From an optimization exercise on the open Yosys and OpenROAD flow, aimed at small area, a short achievable clock period and few clock cycles per item; shortcuts taken in it are not production practice.
In this exercise RTL edits were held to simulation tests only and were not proved equivalent to the original.
No activity file was given, so power comes from the tool's default toggle rates.

==> design/flow/design.v <==
package miss_pkg;
    localparam int NLINE_W    = 26;
    localparam int SET_W      = 6;
    localparam int TAG_W      = 20;
    localparam int WAY_W      = 2;
    localparam int BEATS      = 4;
    localparam int BEAT_W     = 2;
    localparam int DATA_W     = 64;
    localparam int ID_W       = 4;
    localparam int MSHR_N     = 4;
    localparam int MSHR_W     = 2;
    localparam int DATA_DEPTH = 8;
    localparam int META_DEPTH = 2;
    localparam int ALLOC_W    = NLINE_W + WAY_W + BEAT_W + 2 * ID_W + 1;
    localparam int DATA_AW    = $clog2(DATA_DEPTH);
    localparam int META_AW    = $clog2(META_DEPTH);
    typedef struct packed {
        logic [NLINE_W-1:0] nline;
        logic [WAY_W-1:0]   way;
        logic [BEAT_W-1:0]  word;
        logic [ID_W-1:0]    sid;
        logic [ID_W-1:0]    tid;
        logic               need_rsp;
    } miss_alloc_t;
    typedef struct packed {
        logic        valid;
        miss_alloc_t req;
    } mshr_entry_t;
    typedef struct packed {
        logic [NLINE_W-1:0] nline;
        logic [MSHR_W-1:0]  id;
    } mem_req_t;
    typedef struct packed {
        logic [DATA_W-1:0] data;
        logic [MSHR_W-1:0] id;
        logic              error;
        logic              last;
    } mem_resp_t;
    typedef struct packed {
        logic [MSHR_W-1:0] id;
        logic              error;
    } refill_meta_t;
    typedef struct packed {
        logic [SET_W-1:0]  set;
        logic [WAY_W-1:0]  way;
        logic [BEAT_W-1:0] beat;
        logic [DATA_W-1:0] data;
    } refill_wr_t;
    typedef struct packed {
        logic [SET_W-1:0] set;
        logic [WAY_W-1:0] way;
        logic             valid;
        logic [TAG_W-1:0] tag;
    } dir_entry_t;
    typedef struct packed {
        logic [DATA_W-1:0] data;
        logic [ID_W-1:0]   sid;
        logic [ID_W-1:0]   tid;
        logic              error;
    } core_rsp_t;
endpackage
`timescale 1ns/1ps
module miss_req_unit (
    input  logic                         clk_i,
    input  logic                         rst_ni,
    input  logic                         alloc_valid_i,
    input  logic [miss_pkg::NLINE_W-1:0] alloc_nline_i,
    output logic                         alloc_ready_o,
    input  logic [miss_pkg::MSHR_W-1:0]  free_idx_i,
    input  logic                         mem_req_ready_i,
    output logic                         mem_req_valid_o,
    output logic [miss_pkg::NLINE_W+miss_pkg::MSHR_W-1:0] mem_req_o
);
    typedef enum logic {
        REQ_IDLE,
        REQ_SEND
    } req_state_e;
    req_state_e                   state_q, state_d;
    logic [miss_pkg::NLINE_W-1:0] nline_q;
    logic [miss_pkg::MSHR_W-1:0]  id_q;
    logic                         take;
    assign alloc_ready_o   = (state_q == REQ_IDLE);
    assign mem_req_valid_o = (state_q == REQ_SEND);
    assign take            = alloc_valid_i && alloc_ready_o;
    always_comb begin
        state_d = state_q;
        if (take) begin
            state_d = REQ_SEND;
        end else if (mem_req_valid_o && mem_req_ready_i) begin
            state_d = REQ_IDLE;
        end
    end
    always_ff @(posedge clk_i or negedge rst_ni) begin
        if (!rst_ni) begin
            state_q <= REQ_IDLE;
        end else begin
            state_q <= state_d;
        end
    end
    always_ff @(posedge clk_i) begin
        if (take) begin
            nline_q <= alloc_nline_i;
            id_q    <= free_idx_i;
        end
    end
    assign mem_req_o = {nline_q, id_q};
endmodule
`timescale 1ns/1ps
module mshr_table (
    input  logic                         clk_i,
    input  logic                         rst_ni,
    input  logic                         alloc_i,
    input  logic [miss_pkg::ALLOC_W-1:0] alloc_data_i,
    output logic [miss_pkg::MSHR_W-1:0]  free_idx_o,
    output logic                         full_o,
    output logic                         empty_o,
    input  logic [miss_pkg::NLINE_W-1:0] check_nline_i,
    output logic                         check_hit_o,
    input  logic                         ack_i,
    input  logic [miss_pkg::MSHR_W-1:0]  ack_idx_i,
    output logic                         ack_valid_o,
    output logic [miss_pkg::ALLOC_W-1:0] ack_req_o
);
    logic [miss_pkg::MSHR_N-1:0] valid_q;
    logic [miss_pkg::ALLOC_W-1:0] req_q [miss_pkg::MSHR_N];
    always_comb begin
        free_idx_o = '0;
        for (int i = miss_pkg::MSHR_N - 1; i >= 0; i--) begin
            if (!valid_q[i]) begin
                free_idx_o = miss_pkg::MSHR_W'(i);
            end
        end
    end
    logic [miss_pkg::NLINE_W-1:0] nline_v [miss_pkg::MSHR_N];
    for (genvar g = 0; g < miss_pkg::MSHR_N; g++) begin : g_nline
        assign nline_v[g] = req_q[g][miss_pkg::ALLOC_W-1 -: miss_pkg::NLINE_W];
    end
    always_comb begin
        check_hit_o = 1'b0;
        for (int i = 0; i < miss_pkg::MSHR_N; i++) begin
            if (valid_q[i] && (nline_v[i] == check_nline_i)) begin
                check_hit_o = 1'b1;
            end
        end
    end
    assign full_o  = &valid_q;
    assign empty_o = ~|valid_q;
    assign ack_valid_o = valid_q[ack_idx_i];
    assign ack_req_o   = req_q[ack_idx_i];
    always_ff @(posedge clk_i or negedge rst_ni) begin
        if (!rst_ni) begin
            valid_q <= '0;
        end else begin
            if (ack_i) begin
                valid_q[ack_idx_i] <= 1'b0;
            end
            if (alloc_i) begin
                valid_q[free_idx_o] <= 1'b1;
            end
        end
    end
    always_ff @(posedge clk_i) begin
        if (alloc_i) begin
            req_q[free_idx_o] <= alloc_data_i;
        end
    end
endmodule
`timescale 1ns/1ps
module refill_resp_fifo (
    input  logic                        clk_i,
    input  logic                        rst_ni,
    input  logic                        resp_valid_i,
    input  logic [miss_pkg::DATA_W+miss_pkg::MSHR_W+1:0] resp_i,
    output logic                        resp_ready_o,
    output logic                        meta_avail_o,
    output logic [miss_pkg::MSHR_W:0]   meta_o,
    input  logic                        meta_pop_i,
    output logic [miss_pkg::DATA_W-1:0] beat_o,
    input  logic                        beat_pop_i
);
    logic [miss_pkg::DATA_AW:0] bwr_q, brd_q;
    logic [miss_pkg::META_AW:0] mwr_q, mrd_q;
    logic [miss_pkg::DATA_W-1:0] beat_mem [miss_pkg::DATA_DEPTH];
    logic [miss_pkg::MSHR_W:0]   meta_mem [miss_pkg::META_DEPTH];
    logic beat_full, beat_empty, meta_full;
    logic beat_push, meta_push;
    miss_pkg::mem_resp_t         resp;
    assign resp = resp_i;
    assign beat_full  = (bwr_q ^ brd_q) == {1'b1, {miss_pkg::DATA_AW{1'b0}}};
    assign beat_empty = (bwr_q == brd_q);
    assign meta_full  = (mwr_q ^ mrd_q) == {1'b1, {miss_pkg::META_AW{1'b0}}};
    assign resp_ready_o = !beat_full && !(resp.last && meta_full);
    assign beat_push    = resp_valid_i && resp_ready_o;
    assign meta_push    = beat_push && resp.last;
    assign meta_avail_o = (mwr_q != mrd_q);
    assign meta_o       = meta_mem[mrd_q[miss_pkg::META_AW-1:0]];
    assign beat_o       = beat_mem[brd_q[miss_pkg::DATA_AW-1:0]];
    always_ff @(posedge clk_i or negedge rst_ni) begin
        if (!rst_ni) begin
            bwr_q <= '0;
            brd_q <= '0;
            mwr_q <= '0;
            mrd_q <= '0;
        end else begin
            if (beat_push) begin
                bwr_q <= bwr_q + 1'b1;
            end
            if (beat_pop_i) begin
                brd_q <= brd_q + 1'b1;
            end
            if (meta_push) begin
                mwr_q <= mwr_q + 1'b1;
            end
            if (meta_pop_i) begin
                mrd_q <= mrd_q + 1'b1;
            end
        end
    end
    always_ff @(posedge clk_i) begin
        if (beat_push) begin
            beat_mem[bwr_q[miss_pkg::DATA_AW-1:0]] <= resp.data;
        end
        if (meta_push) begin
            meta_mem[mwr_q[miss_pkg::META_AW-1:0]] <= {resp.id, resp.error};
        end
    end
endmodule
`timescale 1ns/1ps
module refill_beat_counter (
    input  logic                        clk_i,
    input  logic                        rst_ni,
    input  logic                        start_i,
    input  logic                        step_i,
    input  logic [miss_pkg::BEAT_W-1:0] req_word_i,
    output logic [miss_pkg::BEAT_W-1:0] beat_o,
    output logic                        last_o,
    output logic                        word_hit_o
);
    logic [miss_pkg::BEAT_W-1:0] cnt_q;
    always_ff @(posedge clk_i or negedge rst_ni) begin
        if (!rst_ni) begin
            cnt_q <= '0;
        end else if (start_i) begin
            cnt_q <= '0;
        end else if (step_i) begin
            cnt_q <= cnt_q + 1'b1;
        end
    end
    assign beat_o     = cnt_q;
    assign last_o     = (cnt_q == miss_pkg::BEAT_W'(miss_pkg::BEATS - 1));
    assign word_hit_o = (cnt_q == req_word_i);
endmodule
`timescale 1ns/1ps
module refill_fsm (
    input  logic                        clk_i,
    input  logic                        rst_ni,
    input  logic                        meta_avail_i,
    input  logic [miss_pkg::MSHR_W:0]   meta_i,
    output logic                        meta_pop_o,
    input  logic [miss_pkg::DATA_W-1:0] beat_i,
    output logic                        beat_pop_o,
    output logic                        refill_req_o,
    input  logic                        refill_gnt_i,
    output logic                        ack_o,
    input  logic [miss_pkg::ALLOC_W-1:0] entry_req_i,
    output logic                        cnt_start_o,
    output logic                        cnt_step_o,
    input  logic [miss_pkg::BEAT_W-1:0] beat_idx_i,
    input  logic                        last_i,
    input  logic                        word_hit_i,
    output logic                        refill_wr_valid_o,
    output logic [miss_pkg::SET_W+miss_pkg::WAY_W+miss_pkg::BEAT_W+miss_pkg::DATA_W-1:0] refill_wr_o,
    output logic                        dir_wr_valid_o,
    output logic [miss_pkg::SET_W+miss_pkg::WAY_W+miss_pkg::TAG_W:0] dir_wr_o,
    output logic                        core_rsp_valid_o,
    output logic [miss_pkg::DATA_W+2*miss_pkg::ID_W:0] core_rsp_o,
    output logic                        busy_o
);
    typedef enum logic {
        IDLE,
        WRITE
    } state_e;
    state_e                state_q, state_d;
    logic                  go;
    miss_pkg::miss_alloc_t ereq;
    miss_pkg::refill_meta_t meta;
    miss_pkg::refill_wr_t  wr;
    miss_pkg::dir_entry_t  dir;
    miss_pkg::core_rsp_t   rsp_q;
    assign ereq = entry_req_i;
    assign meta = meta_i;
    assign refill_wr_o = wr;
    assign dir_wr_o    = dir;
    assign core_rsp_o  = rsp_q;
    assign refill_req_o = (state_q == IDLE) && meta_avail_i;
    assign go           = refill_req_o && refill_gnt_i;
    assign busy_o       = (state_q == WRITE);
    assign cnt_start_o = go;
    assign cnt_step_o  = busy_o;
    assign beat_pop_o  = busy_o;
    assign meta_pop_o  = busy_o && last_i;
    assign ack_o       = meta_pop_o;
    always_comb begin
        state_d = state_q;
        if (go) begin
            state_d = WRITE;
        end else if (meta_pop_o) begin
            state_d = IDLE;
        end
    end
    always_ff @(posedge clk_i or negedge rst_ni) begin
        if (!rst_ni) begin
            state_q <= IDLE;
        end else begin
            state_q <= state_d;
        end
    end
    assign refill_wr_valid_o = busy_o && !meta.error;
    assign wr.set   = ereq.nline[miss_pkg::SET_W-1:0];
    assign wr.way   = ereq.way;
    assign wr.beat  = beat_idx_i;
    assign wr.data  = beat_i;
    assign dir_wr_valid_o = meta_pop_o;
    assign dir.set   = ereq.nline[miss_pkg::SET_W-1:0];
    assign dir.way   = ereq.way;
    assign dir.valid = !meta.error;
    assign dir.tag   = ereq.nline[miss_pkg::NLINE_W-1 -: miss_pkg::TAG_W];
    always_ff @(posedge clk_i or negedge rst_ni) begin
        if (!rst_ni) begin
            core_rsp_valid_o <= 1'b0;
        end else begin
            core_rsp_valid_o <= busy_o && word_hit_i && ereq.need_rsp;
        end
    end
    always_ff @(posedge clk_i) begin
        if (busy_o && word_hit_i) begin
            rsp_q.data  <= beat_i;
            rsp_q.sid   <= ereq.sid;
            rsp_q.tid   <= ereq.tid;
            rsp_q.error <= meta.error;
        end
    end
endmodule
`timescale 1ns/1ps
module miss_handler (
    input  logic                         clk_i,
    input  logic                         rst_ni,
    input  logic                         alloc_valid_i,
    input  logic [38:0]                  alloc_i,
    output logic                         alloc_ready_o,
    output logic                         mshr_full_o,
    output logic                         mem_req_valid_o,
    output logic [27:0]                  mem_req_o,
    input  logic                         mem_req_ready_i,
    input  logic                         mem_resp_valid_i,
    input  logic [67:0]                  mem_resp_i,
    output logic                         mem_resp_ready_o,
    output logic                         refill_req_o,
    input  logic                         refill_gnt_i,
    output logic                         refill_wr_valid_o,
    output logic [73:0]                  refill_wr_o,
    output logic                         dir_wr_valid_o,
    output logic [28:0]                  dir_wr_o,
    output logic                         core_rsp_valid_o,
    output logic [72:0]                  core_rsp_o,
    input  logic [miss_pkg::NLINE_W-1:0] check_nline_i,
    output logic                         check_hit_o,
    output logic                         mshr_empty_o
);
    logic [miss_pkg::MSHR_W-1:0] free_idx;
    logic                        tbl_empty;
    logic                        meta_avail, meta_pop, beat_pop;
    logic [miss_pkg::MSHR_W:0]   meta;
    logic [miss_pkg::DATA_W-1:0] beat;
    logic                        ack;
    logic                        ack_valid;
    logic [miss_pkg::ALLOC_W-1:0] ack_req_v;
    miss_pkg::miss_alloc_t       ack_req;
    miss_pkg::refill_meta_t      meta_s;
    logic                        cnt_start, cnt_step, cnt_last, word_hit;
    logic [miss_pkg::BEAT_W-1:0] beat_idx;
    logic                        busy;
    miss_pkg::miss_alloc_t       alloc_s;
    miss_pkg::mem_req_t          mem_req_s;
    miss_pkg::mem_resp_t         mem_resp_s;
    miss_pkg::refill_wr_t        refill_wr_s;
    miss_pkg::dir_entry_t        dir_wr_s;
    miss_pkg::core_rsp_t         core_rsp_s;
    assign alloc_s     = alloc_i;
    assign mem_resp_s  = mem_resp_i;
    assign mem_req_o   = mem_req_s;
    assign refill_wr_o = refill_wr_s;
    assign dir_wr_o    = dir_wr_s;
    assign core_rsp_o  = core_rsp_s;
    assign ack_req     = ack_req_v;
    assign meta_s      = meta;
    miss_req_unit u_req (
        .clk_i, .rst_ni,
        .alloc_valid_i   (alloc_valid_i),
        .alloc_nline_i   (alloc_s.nline),
        .alloc_ready_o   (alloc_ready_o),
        .free_idx_i      (free_idx),
        .mem_req_ready_i (mem_req_ready_i),
        .mem_req_valid_o (mem_req_valid_o),
        .mem_req_o       (mem_req_s)
    );
    mshr_table u_mshr (
        .clk_i, .rst_ni,
        .alloc_i       (alloc_valid_i && alloc_ready_o),
        .alloc_data_i  (alloc_s),
        .free_idx_o    (free_idx),
        .full_o        (mshr_full_o),
        .empty_o       (tbl_empty),
        .check_nline_i (check_nline_i),
        .check_hit_o   (check_hit_o),
        .ack_i         (ack),
        .ack_idx_i     (meta_s.id),
        .ack_valid_o   (ack_valid),
        .ack_req_o     (ack_req_v)
    );
    refill_resp_fifo u_fifo (
        .clk_i, .rst_ni,
        .resp_valid_i (mem_resp_valid_i),
        .resp_i       (mem_resp_s),
        .resp_ready_o (mem_resp_ready_o),
        .meta_avail_o (meta_avail),
        .meta_o       (meta),
        .meta_pop_i   (meta_pop),
        .beat_o       (beat),
        .beat_pop_i   (beat_pop)
    );
    refill_beat_counter u_cnt (
        .clk_i, .rst_ni,
        .start_i    (cnt_start),
        .step_i     (cnt_step),
        .req_word_i (ack_req.word),
        .beat_o     (beat_idx),
        .last_o     (cnt_last),
        .word_hit_o (word_hit)
    );
    refill_fsm u_fsm (
        .clk_i, .rst_ni,
        .meta_avail_i      (meta_avail),
        .meta_i            (meta),
        .meta_pop_o        (meta_pop),
        .beat_i            (beat),
        .beat_pop_o        (beat_pop),
        .refill_req_o      (refill_req_o),
        .refill_gnt_i      (refill_gnt_i),
        .ack_o             (ack),
        .entry_req_i       (ack_req_v),
        .cnt_start_o       (cnt_start),
        .cnt_step_o        (cnt_step),
        .beat_idx_i        (beat_idx),
        .last_i            (cnt_last),
        .word_hit_i        (word_hit),
        .refill_wr_valid_o (refill_wr_valid_o),
        .refill_wr_o       (refill_wr_s),
        .dir_wr_valid_o    (dir_wr_valid_o),
        .dir_wr_o          (dir_wr_s),
        .core_rsp_valid_o  (core_rsp_valid_o),
        .core_rsp_o        (core_rsp_s),
        .busy_o            (busy)
    );
    assign mshr_empty_o = tbl_empty && !busy;
endmodule
==> design/flow/run.sh <==
#!/bin/bash
# synth_recipe.tcl (not shown) runs the flow's synth.tcl, then flattens the netlist and writes it again
# the make line also repeats each setting of config.mk as NAME=value (left out here)
make -C /OpenROAD-flow-scripts/flow DESIGN_CONFIG=/design/flow/config.mk WORK_HOME=/design/flow/orfs CLKGATE_MAP_FILE= SYNTH_SCRIPT=/design/flow/synth_recipe.tcl finish
==> design/flow/config.mk <==
export PLATFORM = sky130hd
export DESIGN_NAME = miss_handler
export DESIGN_NICKNAME = miss_handler
export VERILOG_FILES = /design/flow/design.v
export SDC_FILE = /design/flow/constraint.sdc
export NUM_CORES = 4
export LEC_CHECK = 0
export CAP_MARGIN = 20
export CORE_MARGIN = 2
export CORE_UTILIZATION = 40
export SLEW_MARGIN = 20
==> design/flow/constraint.sdc <==
create_clock -name core_clock -period 4.5 [get_ports {clk_i}]
set_input_delay 0.9000 -clock core_clock [delete_from_list [all_inputs] [get_ports {clk_i}]]
set_output_delay 0.9000 -clock core_clock [all_outputs]
set_load 0.01 [all_outputs]
==> flow_summary_export.csv <==
group,metric,value,unit
flow_run,maxCapViolCount,0,
floorplanning,die_h,281,um
worst_setup_path,critPathBufInv,1,
power,ir_worst_vdd,468,uV
synth,synth_ff_type,"edfxtp_1",
cells_and_area,final_util,0.504,
cells_and_area,nFillCells,6047,
worst_setup_path,required,3.60,ns
power,p_per_area,668,nW/um2
synth,syn-mean-instance-area,22.4,um2
timing,fin_setup_tns,0,ns
global_routing,overflow,0,
clock_network,cts_made_buffers,86,
outcome,status,"no timing/DRC/antenna violations",
worst_setup_path,crit_slowest_cell,"mux2_4",
clock_network,ctsResizeCount,0,
routing,first_pass_iters,5,
synth,synth_cell_types,35,
power,power.leakage,0.0122,uW
place,portBuffers,352,
routing,drcViolationCount,0,
clock_network,post_cts.repair.setup_buffers,0,
cells_and_area,fin_nets,1883,
clock_network,clock_path_buffers,3,
synth,synthArstFlopShare,0.0264,
timing,max_freq,242,MHz
timing,grt_setup_unrepaired,"no",
synth,synth_edf_count,775,
synth,yosysTopAreaCell,"edfxtp_1",
clock_network,htreeDepth,3,
place,post-place-ws,0.511,ns
timing,whs,0.498,ns
routing,route.detailed.vias_per_inst,5.25,
synth,yosysSeqAreaShare,0.778,
global_routing,antenna_found_initial,9,
timing,finalHoldViolCount,0,
cells_and_area,drive_gt1_frac,0.223,
worst_setup_path,r2r_setup_slack,1.31,ns
global_routing,grt_pass1_wl,102000,um
clock_network,path_clk_slew,0.06,ns
clock_network,clkSinkCount,796,
global_routing,grt_pass1_vias,15500,
floorplanning,std_cell_rows,101,
clock_network,cts_root_buf,"clkbuf_16",
power,power,25500,uW
synth,ys_warn_count,6,
floorplanning,core,75800,um2
min_path,hold_path.class,"register to register",
worst_setup_path,worstPathCellList,"mux2_4, mux4_2, clkdlybuf4s50_1",
timing,drv_slew,0,
timing,fin_ws,0.373,ns
worst_setup_path,cp-end-kind,"output port",
synth,syn_inst,1365,
synth,synth-seq-cells,796,
routing,detailedRoute.firstIterationViolations,1127,
synth,synth_nets,1507,
worst_setup_path,critPathMaxStageDelay,0.77,ns
synth,yosys.area.top_type_share,0.760,
cells_and_area,seqCellArea,23800,um2
timing,fin_crit_sh,0.917,
clock_network,hold_buffers,0,
cells_and_area,syn_to_final_growth,24.9,%
worst_setup_path,criticalPathCategory,"register to output port",
worst_setup_path,arrival,3.23,ns
routing,via_count,14600,
synth,netlist_area,30600,um2
timing,min_period,4.13,ns
clock_network,cts_tree,"yes",
global_routing,grtUsageTotal,0.179,
global_routing,grt_max_degree,67,
routing,routed_wl,70500,um
timing,setup_viol,0,
synth,synth.area.top_cells,"edfxtp_1 (76%), mux4_2 (12%), mux2_2 (2.4%), xnor2_1 (2.0%), dfrtp_1 (1.7%)",
routing,postRouteAntennaNets,0,
worst_setup_path,crit_fanout,39,
timing,slew_headroom,0.317,
timing,max_slew.worst_pin.slew,1.02,ns
place,gp_congestion,0.928,
floorplanning,die_area,78700,um2
clock_network,clock_latency,0.64,ns
floorplanning,io_pins,353,
timing,clock-skew-final,0.0226,ns
routing,wl_per_cell,25.2,um
cells_and_area,multiInputGateArea,6360,um2
place,post-dp-hpwl,42900,um
worst_setup_path,start_kind,"register",
floorplanning,dieWidth,281,um
worst_setup_path,cp_top_family,"multiplexers",
floorplanning,start_util,0.404,
[cells in the mapped netlist (9+ instances only)]
cell type  number
dfrtp_1        21
edfxtp_1      775
xnor2_1        70
nand4_1        23
buf_2          19
nor4_1         14
mux4_2        166
buf_4          38
xor2_1         52
clkbuf_1       33
nor3_1          9
mux2_2         66
nand2_1        17
[path summary, 6_finish.rpt]
| check | start | endpoint | cells past startpoint |
|---|---|---|---|
| max | u_fifo.mrd_q[0] | dir_wr_o[14] | 3 |
| min in group asynchronous | rst_ni | u_req.state_q | 1 |
| min | u_fifo.brd_q[3] | u_fifo.brd_q[3] | 1 |
| min reg2reg | u_fifo.brd_q[3] | u_fifo.brd_q[3] | 1 |
| max reg2reg | u_fifo.mrd_q[0] | u_fsm.rsp_q[25] | 5 |
| max in group asynchronous | rst_ni | u_fifo.brd_q[1] | 2 |
[state kept, by name, summed over array words and instances, names as in the netlist, 4 cells and up]
name and flops:
u_mshr.valid_q 4, u_fifo.bwr_q 4, u_fsm.rsp_q 73, u_fifo.beat_mem 512
u_mshr.req_q 156, u_req.nline_q 26, u_fifo.brd_q 4, u_fifo.meta_mem 6
[cell usage in the layout (no fill, tap or decap), drive strengths merged, types with 11 or more instances in the layout]
cell type,instances
nand2,17
clkbuf,110
clkdlybuf4s50,352
buf,34
nand4,23
mux4,166
nor4,14
xor2,52
clkinv,32
inv,11
dfrtp,21
xnor2,70
edfxtp,775
mux2,67
[report_power, final]
group / switching, uW / internal [uW]
clock: 2830 / 4130
combinational: 3960 / 4140
sequential: 623 / 9840
total: 7410 / 18100
[metal layers]
layer,global-route usage,vias up,share of wire
li1,-,6328,-
met1,0.223,7732,0.40
met2,0.309,458,0.51
met3,0.0441,107,0.067
met4,0.0517,14,0.020
met5,0,-,0.0015
[area by class of cell]
cell class                      count  share of cell area
Antenna cell                        3            0.000196
Clock buffer                      110              0.0600
Clock inverter                     47              0.0135
Inverter                            7            0.000720
Multi-Input combinational cell    464               0.166
Sequential cell                   796               0.623
Tap cell                          978              0.0320
Timing Repair Buffer              386               0.104
[cells by family after synthesis]
| kind of cell | share of synthesized area |
|---|---|
| flip-flops | 0.778 |
| buffers and inverters | 0.0186 |
| AO/OA/AOI/OAI | 0.00303 |
| multiplexers | 0.149 |
| adder cells (fa/ha/maj) | 0.00123 |
| AND/OR/NAND/NOR | 0.0153 |
| XOR/XNOR | 0.0349 |
[worst reg2reg max path, cell delays in order (launching register included)]
cell	delay, ns
dfrtp_1	0.59
mux2_4	0.77
mux4_2	0.66
xor2_1	0.19
a21oi_4	0.17
buf_12	0.33
[stage by stage]
step                      cells  instance area, um2
final                      2791               38200
after global routing       2789               38200
after CTS                  2788               38200
after detailed placement   2631               35400
after global placement     2631               35400
after floorplan            1365               30700
Testbench counts, summed over its fixed seeds: cycles 12,778, items 2,400.

afterwards: timing with drivers on the ports:
The flow's constraints put no driver on any port. The routed layout listed below was extracted and timed again, unchanged, in two steps.
Step 1 sets driving cells, clkbuf_16 on the clock port and buf_2 on the other inputs (assumed; they add their load-dependent delay and slew).
Step 2 moves the port delays by t, midway between the first and last clock arrival at a register: inputs arrive t later, outputs are due t later. That takes back most of the time a late clock gives input paths.
a / b / c = no drivers / after step 1 / after step 2; a / b = the first two.
t (ns): 0.687
setup WS [ns]: 0.373 / 0.308 / 0.415
worst setup path after step 2: input to output
pins driven straight from the clock port: 1
After both steps this run still meets setup and hold. For this run, drivers alone change the setup slack by -0.065 ns; drivers and shift together by +0.042 ns.
